What follows belongs to an exercise in optimizing a design on an open flow for small area, a short achievable clock period and few clock cycles; a production flow would make more cautious choices.
RTL that was checked went through simulation tests only; none was proved equivalent to the original.
Power is estimated from default activity; no workload was simulated.

the baseline:
Design text_command_line_parser_top, start of the top module:
module text_command_line_parser_top #(
    parameter int MAX_LINE_CHARS = 63
) (
    input  logic        clk,
    input  logic        rst_n,
    input  logic        rx_valid,
    output logic        rx_ready,
    input  logic [7:0]  rx_byte,
    output logic        cmd_valid,
    input  logic        cmd_ready,
    output logic [1:0]  cmd_kind,
    output logic [31:0] pitch_centideg,
    output logic [31:0] turn_rate_hz
);
For scale: about 74 flip-flops, ~0.0064 sq mm of cells after synthesis.
export LEC_CHECK = 0
export CAP_MARGIN = 20
export CORE_MARGIN = 2
export CORE_UTILIZATION = 40
export SLEW_MARGIN = 20
create_clock -name core_clock -period 12.0 [get_ports {clk}]
standard.sh (not shown) runs the stock make flow with config.mk's settings and CLKGATE_MAP_FILE= SYNTH_SCRIPT=/design/flow/synth_recipe.tcl, a recipe that flattens the netlist after the stock synthesis.
==> flow/flow/run.sh <==
#!/bin/bash
# Standard ORFS layout (same SDC and clock period). Ports get buf_2 buffers, and
# timing repair aims for setup slack 8.5 ns at the design's period.
set -euo pipefail
bash standard.sh "BUFFER_PORTS_ARGS=-buffer_cell sky130_fd_sc_hd__buf_2" SETUP_SLACK_MARGIN=8.5 CORE_UTILIZATION=60 finish > standard_flow.log 2>&1
## Diff of input files: the candidate against the baseline
-- flow/design.v --
<<< the baseline, line 161
    logic        negsel;      
    logic        negsel_b;    
    logic [3:0]  selS;        
    logic [3:0]  selT;        
    logic       vld;
    logic       vld_n;
>>> the candidate, line 161
    logic        negsel;      
    logic        negsel_b;    
    logic        selS;        
    logic        selT;        
    logic        selS_h;      
    logic        selT_h;
    logic       vld;
    logic       vld_n;
<<< the baseline, line 412
    );
    assign ovf_new = add_c || (|acc[30:28]);
    assign acc_new = {neg_step && !add_c, add_s};
    always_ff @(posedge clk)
    begin
>>> the candidate, line 414
    );
    assign ovf_new = add_c || (|acc[30:28]);
    assign acc_new = {neg_step ? !add_c : add_c, add_s};
    always_ff @(posedge clk)
    begin
<<< the baseline, line 429
        if (emit_now)
            okind <= emit_kind;
        selS[0] <= emit_now ? (emit_kind == 2'd2) : (okind == 2'd2);
        selT[0] <= emit_now ? (emit_kind == 2'd3) : (okind == 2'd3);
        for (int k = 1; k < 4; k++)
        begin
            selS[k] <= emit_now ? (emit_kind == 2'd2) : selS[k-1];
            selT[k] <= emit_now ? (emit_kind == 2'd3) : selT[k-1];
        end
        negsel   <= post_n && nstep_n && (scl_n == 2'd0);
        negsel_b <= nstep_n && (scl_n == 2'd0);     
        if (rdy)
            b <= rx_byte;
>>> the candidate, line 431
        if (emit_now)
            okind <= emit_kind;
        selS <= emit_now ? (emit_kind == 2'd2) : (okind == 2'd2);
        selT <= emit_now ? (emit_kind == 2'd3) : (okind == 2'd3);
        selS_h <= emit_now ? (emit_kind == 2'd2) : selS;
        selT_h <= emit_now ? (emit_kind == 2'd3) : selT;
        if (rdy)
            b <= rx_byte;
<<< the baseline, line 453
            nstep <= 1'b0;
            post  <= 1'b0;
            vld   <= 1'b0;
        end
>>> the candidate, line 450
            nstep <= 1'b0;
            post  <= 1'b0;
            negsel <= 1'b0;
            negsel_b <= 1'b0;
            vld   <= 1'b0;
        end
<<< the baseline, line 468
            nstep <= nstep_n;
            post  <= post_n;
            vld   <= vld_n;
        end
>>> the candidate, line 467
            nstep <= nstep_n;
            post  <= post_n;
            negsel <= post_n && nstep_n && (scl_n == 2'd0);
            negsel_b <= nstep_n && (scl_n == 2'd0);     
            vld   <= vld_n;
        end
<<< the baseline, line 474
    assign cmd_valid = vld;
    assign cmd_kind  = okind;
    assign pitch_centideg = acc & {{8{selS[3]}}, {8{selS[2]}}, {8{selS[1]}}, {8{selS[0]}}};
    assign turn_rate_hz   = acc & {{8{selT[3]}}, {8{selT[2]}}, {8{selT[1]}}, {8{selT[0]}}};
endmodule
>>> the candidate, line 475
    assign cmd_valid = vld;
    assign cmd_kind  = okind;
    assign pitch_centideg = acc & {{16{selS_h}}, {16{selS}}};
    assign turn_rate_hz   = acc & {{16{selT_h}}, {16{selT}}};
endmodule
==> comparison <==
Setup slack, the candidate and the baseline, higher one = the baseline. Summary of the candidate over the baseline: power density over cell area saw a decrease; final core utilization saw an increase; sequential share of layout area saw a decrease; setup slack at placement saw an increase; total net switching power saw a decrease. Against the baseline, the candidate comes in about 20% higher on layout buffer count excluding clock buffers. Worst supply voltage drop on vdd: the candidate vs the baseline down about 1.7%. Sort the candidate and the baseline by global-route track usage on met1 asc -> top: the candidate. Of the candidate and the baseline, the run reporting the lower maximum frequency was the candidate. Taking the baseline as the reference point, the total power of the candidate falls by about 19%. The baseline vs the candidate, group with the largest share of power: combinational cells vs registers. The baseline ended up with turn_rate_hz[4] as its destination of the critical timing path; the candidate ended up with acc[31]. Compared with the baseline, the candidate shows critical path depth higher by 13.
Testbench counts of the candidate, summed over its fixed seeds: cycles 40,726.
For the baseline, only the layout was checked, not whether the RTL still works.

## what the ideal ports hide
In the flow no input, the clock included, has a driving cell. The finished layouts below were timed again as built, in two steps.
Step 1, drivers: a clkbuf_16 drives clk and a buf_2 each remaining input, both assumed.
Step 2 moves the port delays by t, midway between the first and last clock arrival at a register: inputs arrive t later, outputs are due t later. That takes back most of the time a late clock gives input paths.
Three values: no drivers, after step 1, after step 2; two values: the first two.
run | t (ns) | setup WS [ns] | clock arrival spread, ns
the baseline | 0.397 | 8.536 / 8.501 / 8.598 | 0.007 / 0.007
the candidate | 0.381 | 8.481 / 8.463 / 8.481 | 0.016 / 0.017
After both steps setup and hold are still met in every run listed.
